Source: an optimization exercise on an open RTL-to-GDS flow (aim: small area, a short achievable clock period and few clock cycles per item). Production flows keep margins and buffers that such runs may drop. Function was checked by simulation only, so behaviour that the tests miss may differ from the original. Power figures rest on the tool's default switching activity, not on a simulated workload.

==> 08-12: inputs <==
Design two_way_cache_ctrl, start of the top module:
module two_way_cache_ctrl #(
    parameter int ADDR_SIZE       = 32,
    parameter int NUM_SETS        = 16,
    parameter int WORDS_PER_BLOCK = 4
) (
    input  logic                 clk,
    input  logic                 rst,
    input  logic                 cpu_req_valid,
    output logic                 cpu_req_ready,
    input  logic                 cpu_we,
    input  logic [ADDR_SIZE-1:0] cpu_addr,
    input  logic [31:0]          cpu_wdata,
    output logic                 cpu_resp_valid,
    output logic [31:0]          cpu_rdata,
    output logic                 mem_req,
    output logic                 mem_we,
    output logic [ADDR_SIZE-1:0] mem_addr,
    output logic [31:0]          mem_wdata,
    input  logic [31:0]          mem_rdata,
    input  logic                 mem_ack,
    output logic [ADDR_SIZE-1:0] lru_addr,
    output logic                 lru_replace,
    input  logic                 lru_preferred
);
    localparam int WB = $clog2(WORDS_PER_BLOCK);
  ...
==> flow/config.mk <==
export PLATFORM = sky130hd
export DESIGN_NAME = two_way_cache_ctrl
export DESIGN_NICKNAME = two_way_cache_ctrl
export VERILOG_FILES = /design/flow/design.v
export SDC_FILE = /design/flow/constraint.sdc
export NUM_CORES = 4
export LEC_CHECK = 0
export CAP_MARGIN = 20
export CORE_MARGIN = 2
export CORE_UTILIZATION = 40
export CTS_CLUSTER_DIAMETER = 100
export CTS_CLUSTER_SIZE = 24
export SETUP_SLACK_MARGIN = 3.85
export SLEW_MARGIN = 20
export SYNTH_MEMORY_MAX_BITS = 8192
==> flow/constraint.sdc <==
create_clock -name core_clock -period 7.0 [get_ports {clk}]
set_input_delay 1.4000 -clock core_clock [delete_from_list [all_inputs] [get_ports {clk}]]
set_output_delay 1.4000 -clock core_clock [all_outputs]
set_load 0.01 [all_outputs]
run.sh (not shown) runs the stock make flow with config.mk's settings and CLKGATE_MAP_FILE= SYNTH_SCRIPT=/design/flow/synth_recipe.tcl, a recipe that flattens the netlist after the stock synthesis.
==> 07-17: changes against 08-12 <==
--- a/flow/design.v
+++ b/flow/design.v
@@ -36,17 +36,17 @@
     localparam int RC = $clog2(NR + 1);
     logic [NL-1:0][31:0]         r_data0, r_data1;
     logic [NUM_SETS-1:0][TB-1:0] r_tag0, r_tag1;
     logic [NUM_SETS-1:0] r_val0, r_val1;
     logic          r0_v, r0_we, r_ready;           
     logic [AW-1:0] r0_addr;
     logic [31:0]   r0_wdata;
-    logic          r1_v, r1_we, r1_mdone;
+    logic          r1_v, r1_we;
     logic [NUM_SETS-1:0] r1_soh;                 
-    logic [NL-1:0] r1_swoh;                      
+    logic [WORDS_PER_BLOCK-1:0] r1_woh;          
     logic [AW-1:0] r1_addr;
     logic [31:0]   r1_wdata;
     logic          r2_v, r2_we, r2_hit, r2_way;
     logic          r2_mdone, r2_ldone, r2_adone;
     logic          tw_v, tw_way;
     logic [SB-1:0] tw_set;
     logic [TB-1:0] tw_tag;
@@ -93,16 +93,16 @@
         w1_rd0 = '0; w1_rd1 = '0;
         for (int i = 0; i < NUM_SETS; i++) begin
             t0 = t0 | ({TB{r1_soh[i]}} & r_tag0[i]);
             t1 = t1 | ({TB{r1_soh[i]}} & r_tag1[i]);
             v0 = v0 | (r1_soh[i] & r_val0[i]);
             v1 = v1 | (r1_soh[i] & r_val1[i]);
             for (int j = 0; j < WORDS_PER_BLOCK; j++) begin
-                w1_rd0 = w1_rd0 | ({32{r1_swoh[i * WORDS_PER_BLOCK + j]}} & r_data0[i * WORDS_PER_BLOCK + j]);
-                w1_rd1 = w1_rd1 | ({32{r1_swoh[i * WORDS_PER_BLOCK + j]}} & r_data1[i * WORDS_PER_BLOCK + j]);
+                w1_rd0 = w1_rd0 | ({32{r1_soh[i] & r1_woh[j]}} & r_data0[i * WORDS_PER_BLOCK + j]);
+                w1_rd1 = w1_rd1 | ({32{r1_soh[i] & r1_woh[j]}} & r_data1[i * WORDS_PER_BLOCK + j]);
             end
         end
         w1_hit0 = v0 && t0 == w1_tag;
         w1_hit1 = v1 && t1 == w1_tag;
     end
     logic [SB-1:0] w2_set;
     logic          w2_need_lru, w2_need_mem, w2_need_arr, w2_rmiss;
@@ -125,18 +125,15 @@
                          (r2_ldone || w2_do_lru || !w2_need_lru) &&
                          (r2_adone || w2_do_arr || !w2_need_arr);
     assign w2_resp_ok  = rq_cnt != NR;
     assign w2_leave    = r2_v && w2_done && w2_resp_ok;
     assign w2_pref     = lru_preferred ^ r_flip;
     assign w2_flip     = w2_do_lru && (!r2_hit || r2_way == w2_pref);
     logic w1_haz, w1_adv, w1_free, w_acc;
-    logic w_pop, w_push, w_take, w_put, w1_push;
-    logic          wp_we;
-    logic [AW-1:0] wp_addr;
-    logic [31:0]   wp_wdata;
+    logic w_pop, w_push, w_take, w_put;
     always_comb begin
         w1_haz = 1'b0;
         if (r2_v && w2_set == w1_set &&
             ((w2_need_arr && !r2_adone) || (w2_rmiss && !r2_ldone))) w1_haz = 1'b1;
         if (tw_v && tw_set == w1_set) w1_haz = 1'b1;
         begin
             logic [WB-1:0] d;
@@ -149,20 +146,15 @@
             if (f_ev[i] && !f_we[i] && f_addr[i][AW-1:WB] == r1_addr[AW-1:WB]) w1_haz = 1'b1;
         if (rd_v && rd_set == w1_set) w1_haz = 1'b1;
     end
     assign w1_adv  = r1_v && !w1_haz && (!r2_v || w2_leave);
     assign w1_free = !r1_v || w1_adv;
     assign w_acc   = cpu_req_valid && !r0_v && !rst;
     assign w_pop   = h_v && mem_ack && (h_we || h_left == '0);
-    assign w1_push = r1_v && r1_we && !r1_mdone && w2_mem_ok &&
-                     !(r2_v && w2_need_mem && !r2_mdone);
-    assign w_push  = w2_do_mem || w1_push;
-    assign wp_we    = w1_push ? 1'b1     : r2_we;
-    assign wp_addr  = w1_push ? r1_addr  : r2_addr;
-    assign wp_wdata = w1_push ? r1_wdata : r2_wdata;
+    assign w_push  = w2_do_mem;
     assign w_take  = w_pop && f_cnt != '0;
     assign w_put   = w_push && h_v && !(w_pop && f_cnt == '0);
     assign cpu_req_ready  = r_ready;
     assign cpu_resp_valid = r_resp_v;
     assign cpu_rdata      = r_resp_d;
     assign mem_req        = h_v;
     assign mem_we         = h_we;
@@ -241,30 +233,28 @@
             r0_addr  <= cpu_addr[ADDR_SIZE-1:2];
             r0_wdata <= cpu_wdata;
         end
         if (w1_free) begin
             r1_we    <= r0_v ? r0_we    : cpu_we;
             r1_addr  <= r0_v ? r0_addr  : cpu_addr[ADDR_SIZE-1:2];
             r1_wdata <= r0_v ? r0_wdata : cpu_wdata;
-            r1_mdone <= 1'b0;
             for (int i = 0; i < NUM_SETS; i++)
                 r1_soh[i] <= (r0_v ? r0_addr[OB-2 +: SB] : cpu_addr[OB +: SB]) == i;
-            for (int k = 0; k < NL; k++)
-                r1_swoh[k] <= (r0_v ? r0_addr[0 +: SB + WB] : cpu_addr[2 +: SB + WB]) == k;
+            for (int j = 0; j < WORDS_PER_BLOCK; j++)
+                r1_woh[j] <= (r0_v ? r0_addr[0 +: WB] : cpu_addr[2 +: WB]) == j;
         end
-        else if (w1_push) r1_mdone <= 1'b1;
         if (w1_adv) begin
             r2_we    <= r1_we;
             r2_addr  <= r1_addr;
             r2_wdata <= r1_wdata;
             r2_hit   <= w1_hit0 || w1_hit1;
             r2_way   <= w1_hit1;
             r2_rd0   <= w1_rd0;
             r2_rd1   <= w1_rd1;
-            r2_mdone <= r1_mdone || w1_push;
+            r2_mdone <= 1'b0;
             r2_ldone <= 1'b0;
             r2_adone <= 1'b0;
         end else begin
             if (w2_do_mem) r2_mdone <= 1'b1;
             if (w2_do_lru) r2_ldone <= 1'b1;
             if (w2_do_arr) r2_adone <= 1'b1;
         end
@@ -277,74 +267,61 @@
             if (w_take) begin
                 h_we    <= f_we[f_rp];
                 h_vic   <= f_vic[f_rp];
                 h_rqi   <= f_rqi[f_rp];
                 h_addr  <= f_addr[f_rp];
                 h_wdata <= f_wdata[f_rp];
             end else begin
-                h_we    <= wp_we;
+                h_we    <= r2_we;
                 h_vic   <= w2_pref;
                 h_rqi   <= rq_wp;
-                h_addr  <= wp_addr;
-                h_wdata <= wp_wdata;
+                h_addr  <= r2_addr;
+                h_wdata <= r2_wdata;
             end
             h_first <= 1'b1;
             h_left  <= '1;
         end else if (mem_ack) begin
             h_addr[WB-1:0] <= h_addr[WB-1:0] + 1'b1;
             h_left         <= h_left - 1'b1;
             h_first        <= 1'b0;
         end
-        for (int i = 0; i < QD; i++) begin
-            if (!f_ev[i]) begin
-                f_we[i]    <= wp_we;
-                f_vic[i]   <= w2_pref;
-                f_rqi[i]   <= rq_wp;
-                f_addr[i]  <= wp_addr;
-                f_wdata[i] <= wp_wdata;
-            end
+        if (w_push && h_v) begin
+            f_we[f_wp]    <= r2_we;
+            f_vic[f_wp]   <= w2_pref;
+            f_rqi[f_wp]   <= rq_wp;
+            f_addr[f_wp]  <= r2_addr;
+            f_wdata[f_wp] <= r2_wdata;
         end
         rd_data <= mem_rdata;
         rd_set  <= h_addr[OB-2 +: SB];
         rd_way  <= h_vic;
         rd_word <= h_addr[WB-1:0];
         for (int i = 0; i < NR; i++) begin
             if (h_v && !h_we && h_first && h_rqi == i) begin
                 if (mem_ack) rq_data[i] <= mem_rdata;
             end else if (w2_leave && rq_wp == i) begin
                 rq_data[i] <= r2_way ? r2_rd1 : r2_rd0;
             end
         end
         r_resp_d <= rq_data[rq_rp];
     end
+    logic          w_wen;
+    logic [SB-1:0] w_wset;
+    logic          w_wway;
+    logic [WB-1:0] w_wword;
     logic [31:0]   w_wdat;
-    logic [NUM_SETS-1:0] w_ra, w_rc;
-    logic [2*WORDS_PER_BLOCK-1:0] w_rb, w_rdd;
-    logic [NL-1:0] w_wen0, w_wen1;
+    assign w_wen   = rd_v || w2_do_arr;
+    assign w_wset  = rd_v ? rd_set  : w2_set;
+    assign w_wway  = rd_v ? rd_way  : r2_way;
+    assign w_wword = rd_v ? rd_word : r2_addr[0 +: WB];
     assign w_wdat  = rd_v ? rd_data : r2_wdata;
-    always_comb begin
-        for (int i = 0; i < NUM_SETS; i++) begin
-            w_ra[i] = w2_do_arr && w2_set == i;
-            w_rc[i] = rd_v && rd_set == i;
-        end
-        for (int k = 0; k < 2 * WORDS_PER_BLOCK; k++) begin
-            w_rb[k]  = {r2_way, r2_addr[0 +: WB]} == k;
-            w_rdd[k] = {rd_way, rd_word} == k;
-        end
-        for (int i = 0; i < NUM_SETS; i++)
-            for (int j = 0; j < WORDS_PER_BLOCK; j++) begin
-                w_wen0[i * WORDS_PER_BLOCK + j] = (w_ra[i] && w_rb[j]) || (w_rc[i] && w_rdd[j]);
-                w_wen1[i * WORDS_PER_BLOCK + j] = (w_ra[i] && w_rb[WORDS_PER_BLOCK + j]) ||
-                                                  (w_rc[i] && w_rdd[WORDS_PER_BLOCK + j]);
-            end
-    end
     always_ff @(posedge clk) begin
         for (int i = 0; i < NL; i++) begin
-            if (w_wen0[i]) r_data0[i] <= w_wdat;
-            if (w_wen1[i]) r_data1[i] <= w_wdat;
+            if (w_wen && !w_wway && {w_wset, w_wword} == i) r_data0[i] <= w_wdat;
+            if (w_wen &&  w_wway && {w_wset, w_wword} == i) r_data1[i] <= w_wdat;
         end
         if (tw_v) begin
             for (int i = 0; i < NUM_SETS; i++) begin
                 if (!tw_way && tw_set == i) r_tag0[i] <= tw_tag;
                 if ( tw_way && tw_set == i) r_tag1[i] <= tw_tag;
             end
         end
CORE_UTILIZATION = 45   (was 40)
CTS_CLUSTER_DIAMETER = 80   (was 100)
CTS_CLUSTER_SIZE = 20   (was 24)
==> run_results.csv <==
group,metric,value,unit
floorplanning,core_area,446000,um^2
sta,worst_hold_slack,0.427,ns
final_layout,diodes,123,
final_layout,buffers,1092,
status,outcome,"timing/DRC/antenna clean",
yosys,ys_seq_area_frac,0.823,
grt,grt_antenna_before_repair,112,
pwr,p_clk_frac,0.306,
clock_network,path_clk_slew,0.09,ns
detailed_routing,drt-total-wl,873,mm
sta,max_freq,0.293,GHz
final_layout,stdcell_area,230000,um^2
floorplanning,die_h,673,um
[end of results for 07-17]
==> run_results.csv <==
group,metric,value,unit
status,outcome,"timing/DRC/antenna clean",
final_layout,stdcell_area,229000,um^2
pwr,p_clk_frac,0.286,
final_layout,buffers,888,
grt,grt_antenna_before_repair,60,
detailed_routing,drt-total-wl,812,mm
grt,grt_use_met2,0.450,
sta,worst_pin_slew,1.21,ns
yosys,syn-cell-area,204000,um^2
final_layout,final_common_cell,"edfxtp_1",
floorplanning,core_area,509000,um^2
yosys,ys_seq_area_frac,0.822,
sta,worst_hold_slack,0.382,ns
final_layout,diodes,40,
sta,max_freq,0.302,GHz
final_layout,drive_above_1_share,0.131,
final_layout,final-instance-count-excl-fill,18100,
[end of results for 08-12]
Testbench counts of 08-12, summed over its fixed seeds: cycles 7,197, items 3,200.
Testbench counts of 07-17, summed over its fixed seeds: cycles 7,230, items 3,200.

==> afterwards: timing with drivers on the ports <==
In the flow no input, the clock included, has a driving cell. The finished layouts below were timed again as built, in two steps.
Step 1 assumes that a clkbuf_16 drives the clock port and a buf_2 every other input.
Step 2 adds t to the input delays and takes it off the output delays; t is the mean of the earliest and latest rising clock arrival at the registers after step 1. Input paths then give back, and output paths get back, about the clock's delay inside the block.
Slacks: no drivers / after step 1 / after step 2; pairs: no drivers / after step 1.
| run | shift t [ns] | slack for setup (ns) | latest minus earliest clock arrival (ns) |
|---|---|---|---|
| 08-12 | 1.149 | 3.691 / 3.691 / 2.910 | 0.076 / 0.077 |
| 07-17 | 1.128 | 3.591 / 3.591 / 3.138 | 0.093 / 0.092 |
After both steps setup and hold are still met in every run listed. For 08-12, which loses most, drivers alone change the setup slack by 0.000 ns; drivers and shift together by -0.781 ns.
